What follows belongs to an exercise in optimizing a design on an open flow for a short achievable clock period and few clock cycles per item; a production flow would make more cautious choices.
Only simulation tests tie the RTL to the original design; equivalence was not proved.

==> run R: inputs <==
==> flow/design.v (excerpt) <==
module mul_share_arb #(
    parameter int WIDTH = fpu_pkg::WIDTH_DEFAULT
) (
    input  logic               clk,
    input  logic               rst,
    input  logic               req0_valid,
    output logic               req0_ready,
    input  logic [WIDTH-1:0]   req0_a,
    input  logic [WIDTH-1:0]   req0_b,
    output logic               rsp0_valid,
    input  logic               rsp0_ready,
    output logic [2*WIDTH-1:0] rsp0_prod,
    input  logic               req1_valid,
    output logic               req1_ready,
    input  logic [WIDTH-1:0]   req1_a,
    input  logic [WIDTH-1:0]   req1_b,
    output logic               rsp1_valid,
    input  logic               rsp1_ready,
    output logic [2*WIDTH-1:0] rsp1_prod,
    output logic               busy
);
    logic          v0_q, v1_q;      
    logic          prio1_q;         
    logic          free0, free1;    
    logic          acc0, acc1;
    assign free0 = ~v0_q | rsp0_ready;
    assign free1 = ~v1_q | rsp1_ready;
    assign req0_ready = ~rst & free0 & (~req1_valid | ~prio1_q);
  ...
export LEC_CHECK = 0
export CAP_MARGIN = 20
export CORE_MARGIN = 2
export CORE_UTILIZATION = 40
export PLACE_DENSITY = 0.8
export SETUP_SLACK_MARGIN = 5
export SLEW_MARGIN = 20
export SYNTH_HIERARCHICAL = 1
create_clock -name core_clock -period 8.0 [get_ports {clk}]
run.sh (not shown) runs the stock make flow with config.mk's settings and CLKGATE_MAP_FILE= SYNTH_SCRIPT=/design/flow/synth_recipe.tcl, a recipe that flattens the netlist after the stock synthesis.
==> run G (differences from run R) <==
- PLACE_DENSITY: 0.8 -> not set
==> run notes <==
outcome timing/DRC/antenna clean; end of the critical path u_m0.rows_q[73]; vias in the first global route 41501; wire per inst 25.6 µm; bufs w/o clock 1064; CP startpoint req0_b[13]
-- figures above: run G

==> run notes <==
outcome timing/DRC/antenna clean; Post-Place Cells 7182; post-synthesis net count 8448; CP startpoint req0_a[23]; wire per inst 27.6 µm; bufs w/o clock 1003; vias in the first global route 43702; met3 Usage GRT 0.0481; end of the critical path u_m0.rows_q[30]; uppermost layer routed met5; Final Util 0.364
-- figures above: run R

Testbench counts of run R, summed over its fixed seeds: cycles 1,608, items 1,600.
Testbench counts of run G, summed over its fixed seeds: cycles 1,608, items 1,600.

* * *

==> branch garnet <==
Another version of the RTL of mul_share_arb (not shown whole).
==> flow/config.mk <==
export PLATFORM = sky130hd
export DESIGN_NAME = mul_share_arb
export DESIGN_NICKNAME = mul_share_arb
export VERILOG_FILES = /design/flow/design.v
export SDC_FILE = /design/flow/constraint.sdc
export NUM_CORES = 4
export LEC_CHECK = 0
export ABC_CLOCK_PERIOD_IN_PS = 3000
export CAP_MARGIN = 20
export CORE_MARGIN = 2
export CORE_UTILIZATION = 40
export SETUP_SLACK_MARGIN = 5
export SLEW_MARGIN = 20
==> flow/constraint.sdc <==
create_clock -name core_clock -period 8.0 [get_ports {clk}]
set_input_delay 1.6000 -clock core_clock [delete_from_list [all_inputs] [get_ports {clk}]]
set_output_delay 1.6000 -clock core_clock [all_outputs]
set_load 0.01 [all_outputs]
==> branch sierra: changes against branch garnet <==
Settings changed: ABC_CLOCK_PERIOD_IN_PS 3000 to unset, SETUP_SLACK_MARGIN 5 to unset.
==> comparison <==
Worst setup slack: branch sierra is lower than branch garnet (870 ps). Synthesized area is the same in branch sierra and branch garnet. Non-clock buffer count: branch garnet is higher than branch sierra (450). Synthesized cell count is the same in branch garnet and branch sierra. Via count: branch sierra is lower than branch garnet (about 10%). Sequential share of layout area: branch sierra is higher than branch garnet (3.6 points). Clock skew is about the same in branch garnet and branch sierra.
==> figures <==
Final-stage net count: branch sierra 5,372; branch garnet 5,826
Via count of the first global-routing pass: branch sierra 32.6k; branch garnet 36.3k
Slew @ Worst Pin: branch sierra 1120 ps; branch garnet 898 ps
Outcome: branch sierra complete, no violations; branch garnet complete, no violations
Clock edge transition at the registers on the reported setup and hold paths: branch sierra 70 ps; branch garnet 60 ps
Multi-input logic portion of the cell area: branch sierra 0.621; branch garnet 0.571
Worst-Skew Late Latency: branch sierra 590 ps; branch garnet 600 ps
Final Instance Count excl. Fillers: branch sierra 5,698; branch garnet 6,162
Worst setup endpoint: branch sierra rsp0_prod[43]; branch garnet rsp0_prod[42]
Clk_buf instances: branch sierra 48; branch garnet 52
Bufs w/o clock: branch sierra 298; branch garnet 748
Testbench counts of branch garnet, summed over its fixed seeds: cycles 1,608, items 1,600.
Testbench counts of branch sierra, summed over its fixed seeds: cycles 1,608, items 1,600.

* * *

==> run Z <==
mul_share_arb, a different RTL version from the one above (not shown whole).
Settings: LEC_CHECK=0, CAP_MARGIN=20, CORE_MARGIN=2, CORE_UTILIZATION=40, SETUP_SLACK_MARGIN=5, SLEW_MARGIN=20, SYNTH_HIERARCHICAL=1; clock period 8.0 ns.
==> run E (differences from run Z) <==
Settings changed: CORE_UTILIZATION 40 to 60.
==> qor summary <==
|  | run Z | run E |
|---|---|---|
| Outcome | complete, no violations | complete, no violations |
| Data arrival at the endpoint of the critical path | 3020 ps | 3080 ps |
| Number of nets in the final layout | 5409 | 5414 |
| Die Width | 469 µm | 384 µm |
| DRC violation total after the first TritonRoute iteration | 3036 | 2981 |
| Crit path launch | u_m1.rows_q[23]$_DFFE_PP_ | u_m1.rows_q[69]$_DFFE_PP_ |
| Flop2flop setup slack | 5730 ps | 5720 ps |
| Fin worst setup slack | 3380 ps | 3320 ps |
| Post-CTS Setup Inserts | 377 | 343 |
Testbench counts of run Z, summed over its fixed seeds: cycles 1,608, items 1,600.
Testbench counts of run E, summed over its fixed seeds: cycles 1,608, items 1,600.

port drivers added, routing unchanged:
The results above use ideal ports. As a check the final layouts listed here were re-extracted and re-timed, cells and wires unchanged. Step 1 assumes that a clkbuf_16 drives the clock port and a buf_2 every other input. Step 2 adds t to the input delays and takes it off the output delays; t is the mean of the earliest and latest rising clock arrival at the registers after step 1. Input paths then give back, and output paths get back, about the clock's delay inside the block. Slacks: ideal / step 1 / step 2; pairs: ideal / step 1.
run | shift t [ns] | setup slack, ns | worst data-port slew with drivers (ns) | pins driven straight from the clock port
run R | 0.631 | 3.243 / 3.288 / 2.657 | 0.36 | 1
run G | 0.617 | 3.484 / 3.414 / 2.830 | 0.33 | 1
branch garnet | 0.649 | 1.698 / 1.639 / 2.289 | 0.16 | 1
branch sierra | 0.655 | 0.831 / 0.759 / 1.415 | 0.08 | 1
run Z | 0.602 | 3.376 / 3.311 / 2.836 | 0.26 | 1
run E | 0.613 | 3.320 / 3.249 / 2.872 | 0.14 | 1
After both steps every run listed still meets setup and hold. The setup slack of run G, which loses most, moves by -0.070 ns with the drivers and by -0.654 ns with both steps.
